Background: an optimization exercise with open tools, aiming at a short achievable clock period and few clock cycles. Do not read the settings as production practice. Only simulation tests tie the RTL to the original design; equivalence was not proved. Power figures rest on the tool's default switching activity, not on a simulated workload.

==> flow/design.v <==
package dsp_pkg;
    localparam int data_w      = 16;
    localparam int addr_w      = 8;
    localparam int reg_idx_w   = 3;
    localparam int short_imm_w = 9;
    localparam logic [4:0] t_goto  = 5'b00000;
    localparam logic [4:0] t_short = 5'b00010;
    localparam logic [4:0] t_long  = 5'b01010;
    localparam logic [4:0] t_pmod  = 5'b01111;
    localparam logic [reg_idx_w-1:0] reg_j  = 3'd4;
    localparam logic [reg_idx_w-1:0] reg_k  = 3'd5;
    localparam logic [reg_idx_w-1:0] reg_rb = 3'd6;
    localparam logic [reg_idx_w-1:0] reg_re = 3'd7;
    localparam logic [1:0] mod_none = 2'd0;
    localparam logic [1:0] mod_inc  = 2'd1;
    localparam logic [1:0] mod_dec  = 2'd2;
    localparam logic [1:0] mod_incj = 2'd3;
    localparam logic [11:0] apb_ctrl_addr = 12'h400;
    localparam logic [11:0] apb_stat_addr = 12'h404;
    localparam logic [11:0] apb_reg_base  = 12'h420;
    typedef union packed {
        struct packed {
            logic [3:0]  t;
            logic [11:0] ja;             
        } jump_view;
        struct packed {
            logic [4:0]             t;
            logic [1:0]             rsel;    
            logic [short_imm_w-1:0] imm;
        } short_view;
    } instr_u;
endpackage
`timescale 1ns/1ps
module dsp_core_top (
    input  logic        clk,
    input  logic        rst,
    input  logic        psel,
    input  logic        penable,
    input  logic        pwrite,
    input  logic [11:0] paddr,
    input  logic [15:0] pwdata,
    output logic [15:0] prdata,
    output logic        pready,
    output logic        pslverr
);
    localparam int NV = 16;              
    logic [15:0] v_r0, v_r1, v_r2, v_r3;
    logic [8:0]  v_j, v_k, v_rb, v_re;
    logic        busy, fault;
    logic [7:0]  pcq;
    logic        run_pending;            
    logic [8:0]  jq, kq, rbq, req;       
    logic [255:0][15:0] mem;
    logic [255:0]       wr_oh;           
    logic [255:0]       we_oh;           
    logic setup_c;
    logic aligned, is_prog, is_ctrl, is_stat, is_reg, mapped;
    logic [15:0] rd_c;
    assign setup_c  = psel & ~penable;
    assign aligned  = (paddr[1:0] == 2'b00);
    assign is_prog  = aligned & (paddr[11:10] == 2'b00);
    assign is_ctrl  = (paddr == 12'h400);
    assign is_stat  = (paddr == 12'h404);
    assign is_reg   = aligned & (paddr[11:5] == 7'b0100001);
    assign mapped   = is_prog | is_ctrl | is_stat | is_reg;
    always_comb begin
        rd_c = 16'h0000;
        if (is_stat) begin
            rd_c = {pcq, 6'b0, fault, busy};
        end else if (is_reg) begin
            case (paddr[4:2])
                3'd0: rd_c = v_r0;
                3'd1: rd_c = v_r1;
                3'd2: rd_c = v_r2;
                3'd3: rd_c = v_r3;
                3'd4: rd_c = {7'b0, v_j};
                3'd5: rd_c = {7'b0, v_k};
                3'd6: rd_c = {7'b0, v_rb};
                default: rd_c = {7'b0, v_re};
            endcase
        end
    end
    logic [15:0] rd_q;
    logic        err_q;
    logic        wacc_q;      
    logic        st_q;        
    logic [7:0]  wa_q;
    logic [3:0][15:0] wd_q;       
    logic        start, wr_now;
    always_ff @(posedge clk) begin
        if (setup_c) begin
            rd_q <= rd_c;
            wa_q <= paddr[9:2];
            for (int k = 0; k < 4; k++) if (paddr[9:8] == 2'(k)) wd_q[k] <= pwdata;
            for (int a = 0; a < 256; a++) wr_oh[a] <= (paddr[9:2] == 8'(a));
        end
    end
    always_ff @(posedge clk or posedge rst) begin
        if (rst) begin
            err_q  <= 1'b0;
            wacc_q <= 1'b0;
            st_q   <= 1'b0;
            we_oh  <= '0;
        end else begin
            if (setup_c) err_q <= ~mapped | (pwrite & is_prog & (busy | run_pending));
            wacc_q <= setup_c & pwrite & is_prog & ~busy & ~run_pending;
            for (int a = 0; a < 256; a++)
                we_oh[a] <= setup_c & pwrite & is_prog & ~busy & ~run_pending & (paddr[9:2] == 8'(a));
            st_q   <= setup_c & pwrite & is_ctrl & pwdata[0];
        end
    end
    assign prdata  = rd_q;
    assign pslverr = err_q;
    assign pready  = 1'b1;
    assign start   = st_q;
    assign wr_now  = wacc_q;
    always_ff @(posedge clk) begin
        for (int a = 0; a < 256; a++) if (we_oh[a]) mem[a] <= wd_q[a / 64];
    end
    logic [5:0]          vcnt;           
    logic [5:0]          be1_cnt;        
    logic [5:0]          fin_cnt;        
    logic [NV-1:0][7:0]  snap_na;        
    logic [NV-1:0][35:0] snap_jk;        
    logic [NV-1:0][63:0] snap_r;         
    logic [NV-1:0][7:0]  snap_m;         
    logic [NV-1:0]       snap_e;         
    logic [NV-1:0][7:0]  snap_pc;        
    logic                rw_pp;          
    logic                rpl;            
    logic [5:0]          rp;             
    logic                rw_req;         
    logic [4:0]          rw_d;           
    logic                ep_new;         
    logic [NV-1:0] dmask;
    logic          d_any;
    logic [4:0]    d_idx;
    always_comb begin
        logic [4:0] wrow, prow;
        wrow = wa_q[7:3];
        prow = wa_q[7:3] - 5'd1;
        for (int v = 0; v < NV; v++) begin
            logic [4:0] vr;
            vr = (s4_new && s4_tag == 6'(v)) ? s4_na[7:3] : snap_na[v][7:3];
            dmask[v] = (6'(v) < vcnt) && ((vr == wrow) || (wa_q[2:0] == 3'd0 && vr == prow));
        end
        d_any = 1'b0;
        d_idx = 5'd0;
        for (int v = NV - 1; v >= 0; v--) begin
            if (dmask[v]) begin
                d_any = 1'b1;
                d_idx = 5'(v);
            end
        end
        if (!d_any && vcnt > 6'(NV)) begin
            d_any = 1'b1;                
            d_idx = 5'(NV - 1);
        end
    end
    always_ff @(posedge clk or posedge rst) begin
        if (rst) begin
            rw_req <= 1'b0;
            rw_d   <= 5'd0;
            rw_pp  <= 1'b0;
        end else begin
            rw_req <= wr_now & d_any;
            rw_d   <= d_idx;
            rw_pp  <= 1'b0;              
        end
    end
    function automatic logic wr_hits(input logic [4:0] row, input logic wr, input logic [7:0] a);
        wr_hits = wr & ((row == a[7:3]) | ((a[2:0] == 3'd0) & (row == a[7:3] - 5'd1)));
    endfunction
    function automatic logic killed(input logic [5:0] tag, input logic rq, input logic [4:0] d);
        killed = rq & (tag >= {1'b0, d});
    endfunction
    logic        alive;        
    logic [7:0]  na;           
    logic        redirect;
    logic [4:0]  fa;           
    logic        flush_fe;
    logic [7:0]  rw_na;
    logic        rw_full;      
    logic        rpl_n;        
    logic [5:0]  rp_nx;        
    assign rw_na    = snap_na[rw_d];
    assign rw_full  = rw_req & ~rw_pp;
    assign flush_fe = ep_new | rw_req | redirect;
    logic [31:0] rd_oh;        
    logic        nrow_seq;
    logic [4:0]  nrow;
    always_comb begin
        nrow_seq = 1'b0;
        nrow     = fa + 5'd1;
        if (ep_new)                 nrow = 5'd0;
        else if (rw_full)           nrow = rw_na[7:3];
        else if (rpl_n)             nrow = snap_na[rp_nx[4:0]][7:3];
        else if (rpl | redirect)    nrow = na[7:3];
        else                        nrow_seq = 1'b1;
    end
    logic [8:0][15:0] rd_w;
    always_comb begin
        rd_w = '0;
        for (int r = 0; r < 32; r++) begin
            for (int k = 0; k < 8; k++) rd_w[k] = rd_w[k] | (rd_oh[r] ? mem[8*r + k] : 16'h0000);
            rd_w[8] = rd_w[8] | (rd_oh[r] ? mem[(8*r + 8) % 256] : 16'h0000);
        end
    end
    function automatic logic [31:0] row_oh(input logic [4:0] r);
        row_oh = 32'd1 << r;
    endfunction
    logic [8:0][15:0] s1_w;
    logic [4:0]       s1_row;
    logic             s1_v;
    always_ff @(posedge clk or posedge rst) begin
        if (rst) begin
            fa    <= 5'd0;
            rd_oh <= 32'd1;
            s1_v  <= 1'b0;
        end else begin
            fa    <= nrow;
            rd_oh <= nrow_seq ? {rd_oh[30:0], rd_oh[31]} : row_oh(nrow);
            s1_v  <= alive & ~rpl & ~flush_fe & ~wr_hits(fa, wr_now, wa_q);
        end
    end
    always_ff @(posedge clk) begin
        s1_w   <= rd_w;
        s1_row <= fa;
    end
    function automatic logic is_goto (input logic [15:0] w); is_goto  = (w[15:12] == 4'b0000); endfunction
    function automatic logic is_short(input logic [15:0] w); is_short = (w[15:12] == 4'b0001); endfunction
    function automatic logic is_long (input logic [15:0] w); is_long  = (w[15:11] == 5'b01010); endfunction
    function automatic logic is_pmod (input logic [15:0] w); is_pmod  = (w[15:11] == 5'b01111); endfunction
    logic [7:0][2:0] nx0, nx1c;
    logic [7:0][7:0] m1c;
    logic [7:0]      exend_c;
    logic [7:0][7:0] exaddr_c;
    logic [7:0]      ex1e_c;
    logic [7:0][7:0] ex1a_c;
    always_comb begin
        for (int i = 0; i < 8; i++) begin
            logic [15:0] w;
            logic        g, s, l, p, il, fwd, has;
            logic [2:0]  succ;
            logic [7:0]  base;
            w    = s1_w[i];
            g    = is_goto(w);
            s    = is_short(w);
            l    = is_long(w);
            p    = is_pmod(w);
            il   = ~(g | s | l | p);
            base = {s1_row, 3'b000};
            fwd  = g & (w[7:3] == s1_row) & (w[2:0] > 3'(i));
            has  = 1'b0;
            succ = 3'(i);
            if ((s | p) && i < 7) begin has = 1'b1; succ = 3'(i + 1); end
            if (l && i < 6)       begin has = 1'b1; succ = 3'(i + 2); end
            if (fwd)              begin has = 1'b1; succ = w[2:0]; end
            nx0[i]      = has ? succ : 3'(i);
            exend_c[i]  = il;
            exaddr_c[i] = g ? w[7:0] : (base + 8'(i) + ((l | il) ? 8'd2 : 8'd1));
        end
        for (int i = 0; i < 8; i++) begin
            m1c[i]  = (8'd1 << i) | (8'd1 << nx0[i]);
            nx1c[i] = nx0[nx0[i]];
            ex1e_c[i] = exend_c[nx0[i]];      
            ex1a_c[i] = exaddr_c[nx0[i]];
        end
    end
    logic [8:0][15:0] s2_w;
    logic [4:0]       s2_row;
    logic             s2_v;
    logic [7:0][2:0]  s2_nx;
    logic [7:0][7:0]  s2_m;
    logic [7:0]       s2_exend;
    logic [7:0][7:0]  s2_exaddr;
    always_ff @(posedge clk or posedge rst) begin
        if (rst) s2_v <= 1'b0;
        else     s2_v <= s1_v & ~flush_fe & ~wr_hits(s1_row, wr_now, wa_q);
    end
    always_ff @(posedge clk) begin
        s2_w      <= s1_w;
        s2_row    <= s1_row;
        s2_nx     <= nx1c;
        s2_m      <= m1c;
        s2_exend  <= ex1e_c;
        s2_exaddr <= ex1a_c;
    end
    logic [7:0][2:0] nx2c;
    logic [7:0][7:0] m2c, m3c;
    logic [7:0]      xend_c;
    logic [7:0][7:0] xaddr_c;
    logic [7:0]      ex2e;
    logic [7:0][7:0] ex2a;
    always_comb begin
        for (int i = 0; i < 8; i++) begin
            m2c[i]  = s2_m[i] | s2_m[s2_nx[i]];
            nx2c[i] = s2_nx[s2_nx[i]];
            ex2e[i] = s2_exend[s2_nx[i]];
            ex2a[i] = s2_exaddr[s2_nx[i]];
        end
        for (int i = 0; i < 8; i++) begin
            m3c[i]     = m2c[i] | m2c[nx2c[i]];
            xend_c[i]  = ex2e[nx2c[i]];
            xaddr_c[i] = ex2a[nx2c[i]];
        end
    end
    logic [8:0][15:0] s3_w;
    logic [4:0]       s3_row;
    logic             s3_v;
    logic [7:0][7:0]  s3_m;
    logic [7:0]       s3_xend;
    logic [7:0][7:0]  s3_xaddr;
    always_ff @(posedge clk or posedge rst) begin
        if (rst) s3_v <= 1'b0;
        else     s3_v <= s2_v & ~flush_fe & ~wr_hits(s2_row, wr_now, wa_q);
    end
    always_ff @(posedge clk) begin
        s3_w     <= s2_w;
        s3_row   <= s2_row;
        s3_m     <= m3c;
        s3_xend  <= xend_c;
        s3_xaddr <= xaddr_c;
    end
    logic       fe_hold;
    logic       acc;
    logic [2:0] ent;
    logic [5:0] acc_tag;
    assign fe_hold  = ep_new | rw_req | rpl;
    assign ent      = na[2:0];
    assign acc      = s3_v & alive & ~fe_hold & (s3_row == na[7:3]) & ~wr_hits(s3_row, wr_now, wa_q);
    assign redirect = s3_v & alive & ~fe_hold & (s3_row != na[7:3]);
    assign acc_tag  = (vcnt > 6'(NV)) ? 6'(NV) : vcnt;
    logic [8:0][15:0] s4_w;
    logic             s4_v;
    logic [5:0]       s4_tag;
    logic [7:0]       s4_m;
    logic             s4_end;
    logic [7:0]       s4_endpc;
    logic             s4_new;            
    logic [7:0]       s4_na;             
    always_ff @(posedge clk or posedge rst) begin
        if (rst) begin
            alive <= 1'b1;
            na    <= 8'd0;
            vcnt  <= 6'd0;
            s4_v  <= 1'b0;
        end else if (ep_new) begin
            alive <= 1'b1;
            na    <= 8'd0;
            vcnt  <= 6'd0;
            s4_v  <= 1'b0;
        end else if (rw_full) begin
            alive <= 1'b1;
            na    <= rw_na;
            vcnt  <= {1'b0, rw_d};
            s4_v  <= 1'b0;
        end else if (rw_req) begin
            s4_v  <= 1'b0;
        end else if (rpl) begin
            s4_v  <= 1'b1;
        end else begin
            s4_v <= acc;
            if (acc) begin
                if (s3_xend[ent]) alive <= 1'b0;
                na <= s3_xaddr[ent];
                if (vcnt <= 6'(NV)) vcnt <= vcnt + 6'd1;
            end
        end
    end
    always_ff @(posedge clk or posedge rst) begin
        if (rst) s4_new <= 1'b0;
        else     s4_new <= acc & ~rpl & (vcnt < 6'(NV));
    end
    always_ff @(posedge clk) begin
        s4_na <= na;
        for (int v = 0; v < NV; v++) begin
            if (s4_new && s4_tag == 6'(v)) begin
                snap_na[v] <= s4_na;
                snap_m[v]  <= s4_m;
                snap_e[v]  <= s4_end;
                snap_pc[v] <= s4_endpc;
            end
        end
        if (rpl) begin
            s4_w     <= rd_w;
            s4_tag   <= rp;
            s4_m     <= snap_m[rp[4:0]];
            s4_end   <= snap_e[rp[4:0]];
            s4_endpc <= snap_pc[rp[4:0]];
        end else begin
            s4_w     <= s3_w;
            s4_tag   <= acc_tag;
            s4_m     <= s3_m[ent];
            s4_end   <= s3_xend[ent];
            s4_endpc <= s3_xaddr[ent];
        end
    end
    always_comb begin
        rp_nx = rp;
        if (rw_req & rw_pp) rp_nx = (rpl && rp < {1'b0, rw_d}) ? rp : {1'b0, rw_d};
        else if (rpl)       rp_nx = rp + 6'd1;
        if (ep_new | rw_full)      rpl_n = 1'b0;
        else if (rw_req & rw_pp)   rpl_n = 1'b1;
        else if (rpl)              rpl_n = (rp + 6'd1 < vcnt);
        else                       rpl_n = 1'b0;
    end
    always_ff @(posedge clk or posedge rst) begin
        if (rst) begin
            rpl    <= 1'b0;
            rp     <= 6'd0;
        end else begin
            rpl    <= rpl_n;
            rp     <= rp_nx;
        end
    end
    localparam int NB = 8;               
    logic [NB-1:0]      tv, te;          
    logic [NB-1:0][7:0] tpc;
    logic [NB-1:0][5:0] ttag;
    always_comb begin
        tv[0]   = s4_v;
        te[0]   = s4_end;
        tpc[0]  = s4_endpc;
        ttag[0] = s4_tag;
    end
    always_ff @(posedge clk or posedge rst) begin
        if (rst) begin
            tv[NB-1:1] <= '0;
        end else begin
            for (int k = 1; k < NB; k++)
                tv[k] <= tv[k-1] & ~ep_new & ~killed(ttag[k-1], rw_req, rw_d);
        end
    end
    always_ff @(posedge clk) begin
        for (int k = 1; k < NB; k++) begin
            te[k]   <= te[k-1];
            tpc[k]  <= tpc[k-1];
            ttag[k] <= ttag[k-1];
        end
    end
    logic [8:0]            jn, kn, rbn, ren;
    logic [3:0][7:0][15:0] stp_c;        
    logic [7:0]            ld3_c, wc3_c;
    logic [7:0][8:0]       re_c;
    logic [2:0][7:0]       ldp_c;        
    logic [3:0][7:0] sl;                 
    logic [3:0][8:0] lastv;
    logic [3:0]      anyv;
    logic [3:0][8:0] cur;
    logic [7:0][8:0] cur_rb;             
    logic [8:0][3:0]       hv_c, u_hv;   
    logic [8:0][3:0][8:0]  lv_c, u_lv;   
    logic [8:0][15:0]      u_w;
    logic [7:0]            u_m;
    always_comb begin
        for (int i = 0; i < 8; i++)
            for (int r = 0; r < 4; r++)
                sl[r][i] = s4_m[i] & is_short(s4_w[i]) & (s4_w[i][10:9] == 2'(r));
        lastv = '0;
        anyv  = '0;
        for (int i = 0; i <= 8; i++) begin
            hv_c[i] = anyv;
            lv_c[i] = lastv;
            if (i < 8) begin
                for (int r = 0; r < 4; r++) begin
                    if (sl[r][i]) lastv[r] = s4_w[i][8:0];
                    anyv[r] = anyv[r] | sl[r][i];
                end
            end
        end
    end
    always_ff @(posedge clk) begin
        u_hv <= hv_c;
        u_lv <= lv_c;
        u_w  <= s4_w;
        u_m  <= s4_m;
    end
    always_comb begin
        for (int i = 0; i < 8; i++) begin
            logic [15:0] w, st;
            logic        pm, ld;
            cur[0] = u_hv[i][0] ? u_lv[i][0] : jq;
            cur[1] = u_hv[i][1] ? u_lv[i][1] : kq;
            cur[2] = u_hv[i][2] ? u_lv[i][2] : rbq;
            cur[3] = u_hv[i][3] ? u_lv[i][3] : req;
            w  = u_w[i];
            pm = u_m[i] & is_pmod(w);
            ld = u_m[i] & is_long(w);
            case (w[1:0])
                2'd0: st = 16'h0000;
                2'd1: st = 16'h0001;
                2'd2: st = 16'hFFFF;
                default: st = {7'b0, cur[0]};
            endcase
            for (int p = 0; p < 4; p++) stp_c[p][i] = (pm && w[3:2] == 2'(p)) ? st : 16'h0000;
            for (int p = 0; p < 3; p++) ldp_c[p][i] = ld && (w[5:4] == 2'(p));
            ld3_c[i] = ld && (w[5:4] == 2'd3);
            wc3_c[i] = pm && (w[3:2] == 2'd3) && w[0] && (cur[3] != 9'd0);
            re_c[i]  = cur[3];
            cur_rb[i] = cur[2];
        end
        jn  = u_hv[8][0] ? u_lv[8][0] : jq;
        kn  = u_hv[8][1] ? u_lv[8][1] : kq;
        rbn = u_hv[8][2] ? u_lv[8][2] : rbq;
        ren = u_hv[8][3] ? u_lv[8][3] : req;
    end
    logic be1_go;        
    logic be1_rst;       
    assign be1_go  = tv[1] & ~ep_new & ~killed(ttag[1], rw_req, rw_d);
    assign be1_rst = rw_req & ({1'b0, rw_d} < be1_cnt);
    always_ff @(posedge clk or posedge rst) begin
        if (rst) begin
            jq      <= 9'd0;
            kq      <= 9'd0;
            rbq     <= 9'd0;
            req     <= 9'd0;
            be1_cnt <= 6'd0;
        end else begin
            if (be1_rst) begin
                {jq, kq, rbq, req} <= snap_jk[rw_d];
            end else if (be1_go) begin
                jq  <= jn;
                kq  <= kn;
                rbq <= rbn;
                req <= ren;
            end
            if (ep_new)      be1_cnt <= 6'd0;
            else if (be1_rst) be1_cnt <= {1'b0, rw_d};
            else if (be1_go)  be1_cnt <= ttag[1] + 6'd1;
        end
    end
    always_ff @(posedge clk) begin
        for (int v = 0; v < NV; v++)
            if (tv[1] && ttag[1] == 6'(v)) snap_jk[v] <= {jq, kq, rbq, req};
    end
    logic [3:0][7:0][15:0] t1_stp;
    logic [7:0]            t1_ld3, t1_wc3;
    logic [7:0][15:0]      t1_vv;        
    logic [7:0][1:0]       t1_pp;        
    logic [7:0][8:0]       t1_re;
    logic [2:0][7:0]       t1_ldp;
    always_ff @(posedge clk) begin
        t1_stp <= stp_c;
        t1_ld3 <= ld3_c;
        t1_wc3 <= wc3_c;
        t1_re  <= re_c;
        t1_ldp <= ldp_c;
        for (int i = 0; i < 8; i++) begin
            logic ld;
            ld = ldp_c[0][i] | ldp_c[1][i] | ldp_c[2][i] | ld3_c[i];
            t1_vv[i] <= ld ? u_w[i+1] : {7'b0, cur_rb[i]};
            t1_pp[i] <= ldp_c[0][i] ? 2'd0 : ldp_c[1][i] ? 2'd1 : ldp_c[2][i] ? 2'd2 : 2'd3;
        end
    end
    function automatic logic [31:0] fa3(input logic [15:0] a, input logic [15:0] b, input logic [15:0] c);
        logic [15:0] mj;
        mj  = (a & b) | (a & c) | (b & c);
        fa3 = {a ^ b ^ c, mj[14:0], 1'b0};
    endfunction
    function automatic logic [63:0] csa9(input logic [15:0] a0, input logic [15:0] a1, input logic [15:0] a2,
                                         input logic [15:0] a3, input logic [15:0] a4, input logic [15:0] a5,
                                         input logic [15:0] a6, input logic [15:0] a7, input logic [15:0] a8);
        logic [31:0] x0, x1, x2, x3, x4;
        x0   = fa3(a0, a1, a2);
        x1   = fa3(a3, a4, a5);
        x2   = fa3(a6, a7, a8);
        x3   = fa3(x0[31:16], x0[15:0], x1[31:16]);
        x4   = fa3(x1[15:0], x2[31:16], x2[15:0]);
        csa9 = {x3, x4};                 
    endfunction
    logic [3:0][63:0]      q8_c;
    logic [7:0][63:0]      rv_c, tg_c, ky_c;
    logic [7:0][8:0][15:0] tm;           
    logic [7:0][8:0][15:0] tt;
    logic [7:0][8:0][15:0] tk;
    always_comb begin
        for (int p = 0; p < 4; p++)
            q8_c[p] = csa9(t1_stp[p][0], t1_stp[p][1], t1_stp[p][2], t1_stp[p][3],
                           t1_stp[p][4], t1_stp[p][5], t1_stp[p][6], t1_stp[p][7], 16'h0000);
        for (int i = 0; i < 8; i++) begin
            tm[i] = '0;
            tm[i][0] = t1_vv[i];
            for (int k = i + 1; k < 8; k++) tm[i][k - i] = t1_stp[t1_pp[i]][k];
            rv_c[i] = csa9(tm[i][0], tm[i][1], tm[i][2], tm[i][3], tm[i][4], tm[i][5], tm[i][6], tm[i][7], tm[i][8]);
            tt[i] = '0;
            tt[i][0] = {7'b0, t1_re[i]};
            tt[i][1] = 16'(i);
            for (int k = 0; k < i; k++) tt[i][k + 2] = ~t1_stp[3][k];
            tg_c[i] = csa9(tt[i][0], tt[i][1], tt[i][2], tt[i][3], tt[i][4], tt[i][5], tt[i][6], tt[i][7], tt[i][8]);
            tk[i] = '0;
            tk[i][0] = t1_vv[i];
            tk[i][1] = 16'(i + 1);
            for (int k = 0; k <= i && k < 7; k++) tk[i][k + 2] = ~t1_stp[3][k];
            ky_c[i] = csa9(tk[i][0], tk[i][1], tk[i][2], tk[i][3], tk[i][4], tk[i][5], tk[i][6], tk[i][7], tk[i][8]);
        end
    end
    logic [3:0][63:0]      h_q8;
    logic [7:0][63:0]      h_rv, h_tg, h_ky;
    logic [7:0]            h_ld3, h_wc3;
    logic [2:0][7:0]       h_ldp;
    always_ff @(posedge clk) begin
        h_q8  <= q8_c;
        h_rv  <= rv_c;
        h_tg  <= tg_c;
        h_ky  <= ky_c;
        h_ld3 <= t1_ld3;
        h_wc3 <= t1_wc3;
        h_ldp <= t1_ldp;
    end
    function automatic logic [31:0] lv34(input logic [63:0] x);
        logic [31:0] x5;
        x5   = fa3(x[63:48], x[47:32], x[31:16]);
        lv34 = fa3(x5[31:16], x5[15:0], x[15:0]);
    endfunction
    logic [3:0][31:0]      t2_q8;
    logic [7:0][31:0]      t2_rv, t2_tg, t2_ky;
    logic [7:0]            t2_ld3, t2_wc3;
    logic [2:0][7:0]       t2_ldp;
    always_ff @(posedge clk) begin
        for (int p = 0; p < 4; p++) t2_q8[p] <= lv34(h_q8[p]);
        for (int i = 0; i < 8; i++) begin
            t2_rv[i] <= lv34(h_rv[i]);
            t2_tg[i] <= lv34(h_tg[i]);
            t2_ky[i] <= lv34(h_ky[i]);
        end
        t2_ld3 <= h_ld3;
        t2_wc3 <= h_wc3;
        t2_ldp <= h_ldp;
    end
    function automatic logic [15:0] cs_add(input logic [31:0] x);
        cs_add = x[31:16] + x[15:0];
    endfunction
    logic [3:0][15:0] t3_q8;
    logic [7:0][15:0] t3_rv, t3_tg, t3_ky;
    logic [7:0]       t3_ld3, t3_wc3;
    logic [2:0][7:0]  t3_ldp;
    always_ff @(posedge clk) begin
        for (int p = 0; p < 4; p++) t3_q8[p] <= cs_add(t2_q8[p]);
        for (int i = 0; i < 8; i++) begin
            t3_rv[i] <= cs_add(t2_rv[i]);
            t3_tg[i] <= cs_add(t2_tg[i]);
            t3_ky[i] <= cs_add(t2_ky[i]);
        end
        t3_ld3 <= t2_ld3;
        t3_wc3 <= t2_wc3;
        t3_ldp <= t2_ldp;
    end
    logic [7:0][7:0]  h_c;               
    logic [7:0][15:0] ca_c;
    always_comb begin
        for (int i = 0; i < 8; i++)
            for (int m = 0; m < 8; m++)
                h_c[i][m] = (m > i) && (t3_ld3[m] | (t3_wc3[m] & (t3_ky[i] == t3_tg[m])));
        for (int i = 7; i >= 4; i--) begin
            ca_c[i] = t3_rv[i];
            for (int m = 7; m > i; m--) if (h_c[i][m]) ca_c[i] = ca_c[m];
        end
        for (int i = 3; i >= 0; i--) ca_c[i] = t3_rv[i];
    end
    logic [7:0][15:0] u4_c, u4_tg;
    logic [3:0][7:0]  u4_h;
    logic [7:0]       u4_ld3, u4_wc3;
    logic [2:0]       u4_hl;
    logic [2:0][15:0] u4_g;
    logic [3:0][15:0] u4_q8;
    always_ff @(posedge clk) begin
        u4_c   <= ca_c;
        for (int i = 0; i < 4; i++) u4_h[i] <= h_c[i];
        u4_tg  <= t3_tg;
        u4_ld3 <= t3_ld3;
        u4_wc3 <= t3_wc3;
        u4_q8  <= t3_q8;
        for (int p = 0; p < 3; p++) begin
            logic [15:0] g;
            g = 16'h0000;
            for (int i = 0; i < 8; i++) if (t3_ldp[p][i]) g = t3_rv[i];
            u4_hl[p] <= |t3_ldp[p];
            u4_g[p]  <= g;
        end
    end
    logic [7:0][15:0] c_c;
    always_comb begin
        for (int i = 7; i >= 4; i--) c_c[i] = u4_c[i];
        for (int i = 3; i >= 0; i--) begin
            c_c[i] = u4_c[i];
            for (int m = 7; m > i; m--) if (u4_h[i][m]) c_c[i] = c_c[m];
        end
    end
    logic [7:0]  wx_c;
    logic        dl_c;                   
    logic [15:0] dv_c;                   
    always_comb begin
        logic ldb;
        ldb  = 1'b0;
        dl_c = 1'b0;
        dv_c = 16'h0000;
        for (int i = 0; i < 8; i++) begin
            wx_c[i] = u4_wc3[i] & ~ldb;
            for (int k = 0; k < i; k++)
                if (u4_wc3[k] && (u4_tg[k] == u4_tg[i])) wx_c[i] = 1'b0;
            if (u4_ld3[i] && !ldb) dv_c = c_c[i];
            ldb = ldb | u4_ld3[i];
        end
        dl_c = ldb;
    end
    logic [7:0][15:0] t4_c, t4_tg;
    logic [7:0]       t4_wx;
    logic             t4_dl;
    logic [15:0]      t4_dv;
    logic [2:0]       t4_hl;
    logic [2:0][15:0] t4_g;
    logic [3:0][15:0] t4_q8;
    always_ff @(posedge clk) begin
        t4_c   <= c_c;
        t4_tg  <= u4_tg;
        t4_wx  <= wx_c;
        t4_dl  <= dl_c;
        t4_dv  <= dv_c;
        t4_q8  <= u4_q8;
        t4_hl  <= u4_hl;
        t4_g   <= u4_g;
    end
    function automatic logic cs_eq(input logic [15:0] a, input logic [15:0] b, input logic [15:0] k);
        logic [15:0] cy;
        cy    = (a & b) | ((a | b) & ~k);
        cs_eq = ((a ^ b ^ k) == {cy[14:0], 1'b0});
    endfunction
    logic [3:0][15:0] rs, rc;            
    logic [3:0][15:0] rsum;              
    logic [3:0][15:0] ns, nc;
    always_comb begin
        logic [31:0] y;
        for (int p = 0; p < 4; p++) rsum[p] = rs[p] + rc[p];
        for (int p = 0; p < 3; p++) begin
            y = fa3(rs[p], rc[p], t4_q8[p]);
            {ns[p], nc[p]} = t4_hl[p] ? {t4_g[p], 16'h0000} : y;
        end
        begin
            logic [7:0]  hit;
            logic [15:0] sel;
            sel = 16'h0000;
            for (int i = 0; i < 8; i++) begin
                hit[i] = t4_wx[i] & cs_eq(rs[3], rc[3], t4_tg[i]);
                sel    = sel | (hit[i] ? t4_c[i] : 16'h0000);
            end
            if (|hit)       {ns[3], nc[3]} = {sel, 16'h0000};
            else if (t4_dl) {ns[3], nc[3]} = {t4_dv, 16'h0000};
            else            {ns[3], nc[3]} = fa3(rs[3], rc[3], t4_q8[3]);
        end
    end
    logic fin_go;        
    logic fin_rst;       
    assign fin_go  = tv[NB-1] & ~ep_new & ~killed(ttag[NB-1], rw_req, rw_d);
    assign fin_rst = rw_req & ({1'b0, rw_d} < fin_cnt);
    always_ff @(posedge clk or posedge rst) begin
        if (rst) begin
            rs      <= '0;
            rc      <= '0;
            fin_cnt <= 6'd0;
        end else begin
            if (fin_rst) begin
                {rs[0], rs[1], rs[2], rs[3]} <= snap_r[rw_d];
                rc <= '0;
            end else if (fin_go) begin
                rs <= ns;
                rc <= nc;
            end
            if (ep_new)       fin_cnt <= 6'd0;
            else if (fin_rst) fin_cnt <= {1'b0, rw_d};
            else if (fin_go)  fin_cnt <= ttag[NB-1] + 6'd1;
        end
    end
    always_ff @(posedge clk) begin
        for (int v = 0; v < NV; v++)
            if (tv[NB-1] && ttag[NB-1] == 6'(v)) snap_r[v] <= {rsum[0], rsum[1], rsum[2], rsum[3]};
    end
    logic       e_end6, e_endf;          
    logic [7:0] e_endpc;
    logic       end6_now, fin_now;
    logic       end6_any, endf_any;      
    logic       cp;                      
    logic       chain;                   
    assign end6_now = tv[NB-2] & te[NB-2] & ~ep_new & ~killed(ttag[NB-2], rw_req, rw_d);
    assign fin_now  = fin_go & te[NB-1];
    assign end6_any = e_end6 & ~ep_new & ~rw_req;
    assign endf_any = e_endf & ~ep_new & ~rw_req;
    always_ff @(posedge clk or posedge rst) begin
        if (rst) begin
            e_end6  <= 1'b0;
            e_endf  <= 1'b0;
            e_endpc <= 8'd0;
        end else if (ep_new | rw_req) begin
            e_end6 <= 1'b0;
            e_endf <= 1'b0;
        end else begin
            if (end6_now) begin
                e_end6  <= 1'b1;
                e_endpc <= tpc[NB-2];
            end
            if (fin_now & ~run_pending & ~start) e_endf <= 1'b1;
        end
    end
    always_ff @(posedge clk or posedge rst) begin
        if (rst) begin
            busy        <= 1'b0;
            fault       <= 1'b0;
            pcq         <= 8'd0;
            run_pending <= 1'b0;
            chain       <= 1'b0;
            ep_new      <= 1'b0;
            cp          <= 1'b0;
            v_r0        <= 16'h0000;
            v_r1        <= 16'h0000;
            v_r2        <= 16'h0000;
            v_r3        <= 16'h0000;
            v_j         <= 9'd0;
            v_k         <= 9'd0;
            v_rb        <= 9'd0;
            v_re        <= 9'd0;
        end else begin
            ep_new <= 1'b0;
            cp     <= 1'b0;
            if (cp) begin
                {v_r0, v_r1, v_r2, v_r3} <= {rsum[0], rsum[1], rsum[2], rsum[3]};
                {v_j, v_k, v_rb, v_re}   <= {jq, kq, rbq, req};
            end
            if (start & ~run_pending & endf_any) begin
                {v_r0, v_r1, v_r2, v_r3} <= {rsum[0], rsum[1], rsum[2], rsum[3]};
                {v_j, v_k, v_rb, v_re}   <= {jq, kq, rbq, req};
                busy   <= 1'b0;
                fault  <= 1'b1;
                pcq    <= e_endpc;
                ep_new <= 1'b1;
            end else if ((start & ~run_pending) | run_pending) begin
                if (start & ~run_pending) begin
                    run_pending <= 1'b1;
                    busy        <= 1'b1;
                    fault       <= 1'b0;
                end
                if (start & run_pending & ~busy) begin
                    chain <= 1'b1;
                    busy  <= 1'b1;
                    fault <= 1'b0;
                end
                if ((end6_any | end6_now) & ~chain & ~(start & run_pending & ~busy)) begin
                    busy  <= 1'b0;
                    fault <= 1'b1;
                    pcq   <= end6_any ? e_endpc : tpc[NB-2];
                end
                if (fin_now) begin
                    cp     <= 1'b1;
                    ep_new <= 1'b1;
                    if (chain | (start & run_pending & ~busy)) begin
                        chain <= 1'b0;
                    end else begin
                        run_pending <= 1'b0;
                    end
                end
            end
        end
    end
endmodule
==> flow/run.sh <==
#!/bin/bash
# synth_recipe.tcl (not shown) runs the flow's synth.tcl, then flattens the netlist and writes it again
# the make line also repeats each setting of config.mk as NAME=value (left out here)
make -C /OpenROAD-flow-scripts/flow DESIGN_CONFIG=/design/flow/config.mk WORK_HOME=/design/flow/orfs CLKGATE_MAP_FILE= SYNTH_SCRIPT=/design/flow/synth_recipe.tcl finish
==> flow/config.mk <==
export PLATFORM = sky130hd
export DESIGN_NAME = dsp_core_top
export DESIGN_NICKNAME = dsp_core_top
export VERILOG_FILES = /design/flow/design.v
export SDC_FILE = /design/flow/constraint.sdc
export NUM_CORES = 4
export LEC_CHECK = 0
export ABC_CLOCK_PERIOD_IN_PS = 2500
export CAP_MARGIN = 30
export CORE_MARGIN = 2
export CORE_UTILIZATION = 40
export SETUP_SLACK_MARGIN = 2.5
export SLEW_MARGIN = 35
==> flow/constraint.sdc <==
create_clock -name core_clock -period 5.5 [get_ports {clk}]
set_input_delay 1.1000 -clock core_clock [delete_from_list [all_inputs] [get_ports {clk}]]
set_output_delay 1.1000 -clock core_clock [all_outputs]
set_load 0.01 [all_outputs]
==> results.py <==
metrics = {
    "run_status": {
        "outcome": "complete, no violations",
    },
    "synthesis": {
        "synth_xor_area_share_pct": 2.91,
        "synth_top_area_share_pct": 39.9,
        "seq_area_frac_synth_pct": 64.5,
        "synth_compound_area_share_pct": 8.31,
        "synth.area.top_cells": "edfxtp_1, dfxtp_1, mux4_2, fa_1, dfrtp_1",
        "synth.most_common_cell": "edfxtp_1",
        "ys.flop_type": "edfxtp_1",
        "synthTopCellsByCount": "edfxtp_1, dfxtp_1, nor2_1",
        "synth_area_per_cell_um2": 14.4,
        "synth_top_family_by_area": "multiplexers",
        "synth_adder_area_share_pct": 7.62,
        "synth.largest_area_cell": "edfxtp_1",
        "synthMuxAreaShare_pct": 8.34,
        "synth_edf_count": 6184,
        "synthArstFlopShare_pct": 5.37,
        "yosys.area_share.simple_pct": 5.50,
        "synth_area_um2": 465000,
        "synthCells": 32344,
        "synth-seq-cells": 11742,
        "ys_types": 113,
        "ys_warn_count": 1,
    },
    "clocking": {
        "cts_buffer_depth": 6,
        "cts_root_buf": "clkbuf_16",
        "htree_levels": 7,
        "worstSkewPairLatency_ns": 1.31,
        "cts_buffers": 1274,
        "cts_sinks": 11742,
        "cts_tree": "yes",
        "clk_pin_slew_ns": 0.06,
        "cts.hold.buffers_added": 0,
    },
    "drt": {
        "route.detailed.drc": 0,
        "post_drt_wl_per_cell_um": 37.6,
        "vias": 307578,
        "drt_iter0_drc": 45904,
        "dr.pass1.iters": 10,
        "viasPerCell": 6.12,
        "drt_wl_total_um": 1890000,
        "ant_nets": 0,
    },
    "timing": {
        "clock_skew_ns": 0.128,
        "layout_min_cycle_time_ns": 3.43,
        "setup_tns_ns": 0,
        "fin_ws_ns": 2.07,
        "hold_viol": 0,
        "whs_ns": 0.268,
        "fmax_ghz": 0.292,
        "min_period_over_period_pct": 62.4,
        "tightest_slew_ns": 1.14,
        "slew_viol_final": 0,
        "rsz0062_at_grt": "true",
        "slew_headroom_pct": 23.0,
        "setup_violations": 0,
    },
    "cells_and_area": {
        "finalNonFillerCells": 50232,
        "layout-drive-gt1-share_pct": 18.4,
        "area_growth_pct": 16.9,
        "fin_nets": 35745,
    },
    "critical_path": {
        "r2r-end": "rd_oh[9]$_DFF_PP0_",
        "reg2regPathDepth": 10,
        "r2r_slack_ns": 2.07,
        "required_ns": 6.66,
        "path_max_fanout": 6,
        "worst_setup_path_start_kind": "register",
        "crit-reg2reg-launch": "rp[0]$_DFF_PP0_",
        "cp.arrival_ns": 4.59,
        "endpoint": "rd_oh[9]$_DFF_PP0_",
        "worstSetupStartpoint": "rp[0]$_DFF_PP0_",
        "crit_type": "reg2reg",
        "cp-end-kind": "register",
    },
    "job": {
        "cap_violations": 0,
    },
    "power": {
        "power.total_w": 0.178,
        "power.leakage_nw": 194,
        "peakVddDrop_uv": 289,
        "p_per_area_nw_per_um2": 328,
    },
    "placed_design": {
        "post-place-ws_ns": 0.251,
        "dp_cells": 47190,
        "globalplace.congestion": 0.972,
        "dp_hpwl_um": 1240000,
        "portBuffers": 49,
    },
    "floorplan": {
        "core_area_um2": 1160000,
        "rows": 396,
        "dieArea_um2": 1170000,
        "start_util_pct": 40.1,
        "die_h_um": 1080,
        "die_x_um": 1080,
        "io_pins": 51,
    },
    "grt": {
        "grt_start_max_net_pins": 135,
        "grt_pass1_wl_um": 2510000,
        "grt_pass1_vias": 294411,
        "track_usage_pct": 31.0,
        "overflow": 0,
        "grt_antenna_before_repair": 235,
    },
    "hold_path": {
        "hold_class": "reg2reg",
    },
}
-- logic make-up (layout without fill, tap and decap cells) --
group                      count (synthesis)  in the layout
AOI/OAI and AO/OA                       5600           5614
xor gates and xnor gates                1540           1542
and+or+nand+nor                         5481           5501
other                                      2            287
buffers and inverters                   3410           5455
adders and majority gates               2174           2174
muxes                                   2395           2395
DFF                                    11742          11742
-- per-stage QoR --
| stage | utilization (%) | instance area [um^2] |
|---|---|---|
| detailed placement | 42.1 | 489000 |
| finish | 46.8 | 544000 |
| floorplan | - | 465000 |
| global placement | 42.1 | 488000 |
| global route | 46.8 | 543000 |
| CTS | 46.3 | 538000 |
-- cells in the final DEF, fill, tap and decap left out, types with 465 or more instances in the layout --
cell type  Yosys  routed
edfxtp_1    6184    6184
dfxtp_1     4927    4853
a22oi_1     1796    1792
nor2_1      1832    1739
inv_1       1540    1515
nand2_1     1502    1455
clkbuf_16      0    1326
buf_4          2    1229
mux4_2      1139    1139
xnor2_1     1177    1104
fa_1        1096    1088
ha_1        1078    1059
a21oi_1     1027     907
mux2i_1      828     721
o21ai_0      787     640
dfrtp_1      629     518
nand3_1      534     510
nand4_1      465     465
-- where the power goes --
part	leakage [nW]	switching (W)	internal, W
registers	101	0.0000909	0.0917
clock network	19.9	0.0352	0.0496
logic	73.2	0.00142	0.000450
total	194	0.0367	0.142
-- layout make-up --
class,instances,area (um^2)
fill,100082,617000
sequential,11742,301000
multi-input combinational,17262,159000
clock buffer,1678,35200
tap,15522,19400
timing repair buffer,1706,17400
inverter,1551,5940
clock inverter,519,5360
antenna,251,628
timing repair inverter,1,8.76
-- sequential cells by signal, indices dropped and copies added (netlist names), 139 cells and up --
register and count:
h_rv 293, snap_jk 576, mem 4096, t2_ky 205, h_tg 238, snap_r 1024
u_lv 225, h_q8 172, s3_w 144, s2_w 144, t1_stp 320, s4_w 144
h_ky 216, t2_rv 219, u_w 139, we_oh 256, s1_w 144, t2_tg 178
-- worst max-delay path, cell delays in order, from the launching register on --
cell and delay (ns):
dfrtp_4 0.53, ha_4 0.34, mux4_2 0.30, mux4_2 0.52, mux2_4 0.29, and4_4 0.20
a211oi_4 0.34, and2b_2 0.26, nand2b_4 0.08, nor3b_4 0.26, a22o_1 0.19
-- worst min-delay path by stage --
stage	startpoint	to	slack, ns	depth (start not counted)
after CTS	paddr[2]	wa_q[0]$_DFFE_PP_	0.26	1
after floorplan	t1_ld3[0]$_DFF_P_	h_ld3[0]$_DFF_P_	0.31	0
after detailed placement	t2_ldp[15]$_DFF_P_	t3_ldp[15]$_DFF_P_	0.31	0
final	t3_q8[18]$_DFF_P_	u4_q8[18]$_DFF_P_	0.27	0
after global placement	s2_w[0]$_DFF_P_	s3_w[0]$_DFF_P_	0.31	0
after global routing	t3_q8[19]$_DFF_P_	u4_q8[19]$_DFF_P_	0.28	0
-- timing repair --
item | CTS | global route
buffers inserted | 343 | 167
gates cloned | 45 | 35
gates resized for setup | 1094 | 624
endpoints found under the setup margin | 1553 | 932
pin swaps | 194 | 245
-- layer usage --
layer / share of wire, % / global-route usage [%] / wire [um]
met2: 44 / 47.1 / 821000
met4: 8.2 / 20.1 / 155000
met1: 36 / 39.0 / 682000
met5: 0.048 / 0.183 / 912
met3: 12 / 8.81 / 228000
Testbench counts, summed over its fixed seeds: cycles 97,490.

==> afterwards: timing with drivers on the ports <==
The flow's constraints put no driver on any port. The routed layout listed below was extracted and timed again, unchanged, in two steps.
Step 1 assumes that a clkbuf_16 drives the clock port and a buf_2 every other input.
Step 2 also shifts input and output timing later by t, the mid clock arrival at the registers, as if the neighbouring blocks saw the same clock.
Three values: no drivers, after step 1, after step 2; two values: the first two.
shift t [ns]: 1.440
slack for setup (ns): 2.070 / 2.070 / 0.990
worst setup path at the end: input to register
worst data-port slew with drivers (ns): 0.40
After both steps setup and hold are still met in this run. For this run, drivers alone change the setup slack by 0.000 ns; drivers and shift together by -1.080 ns.
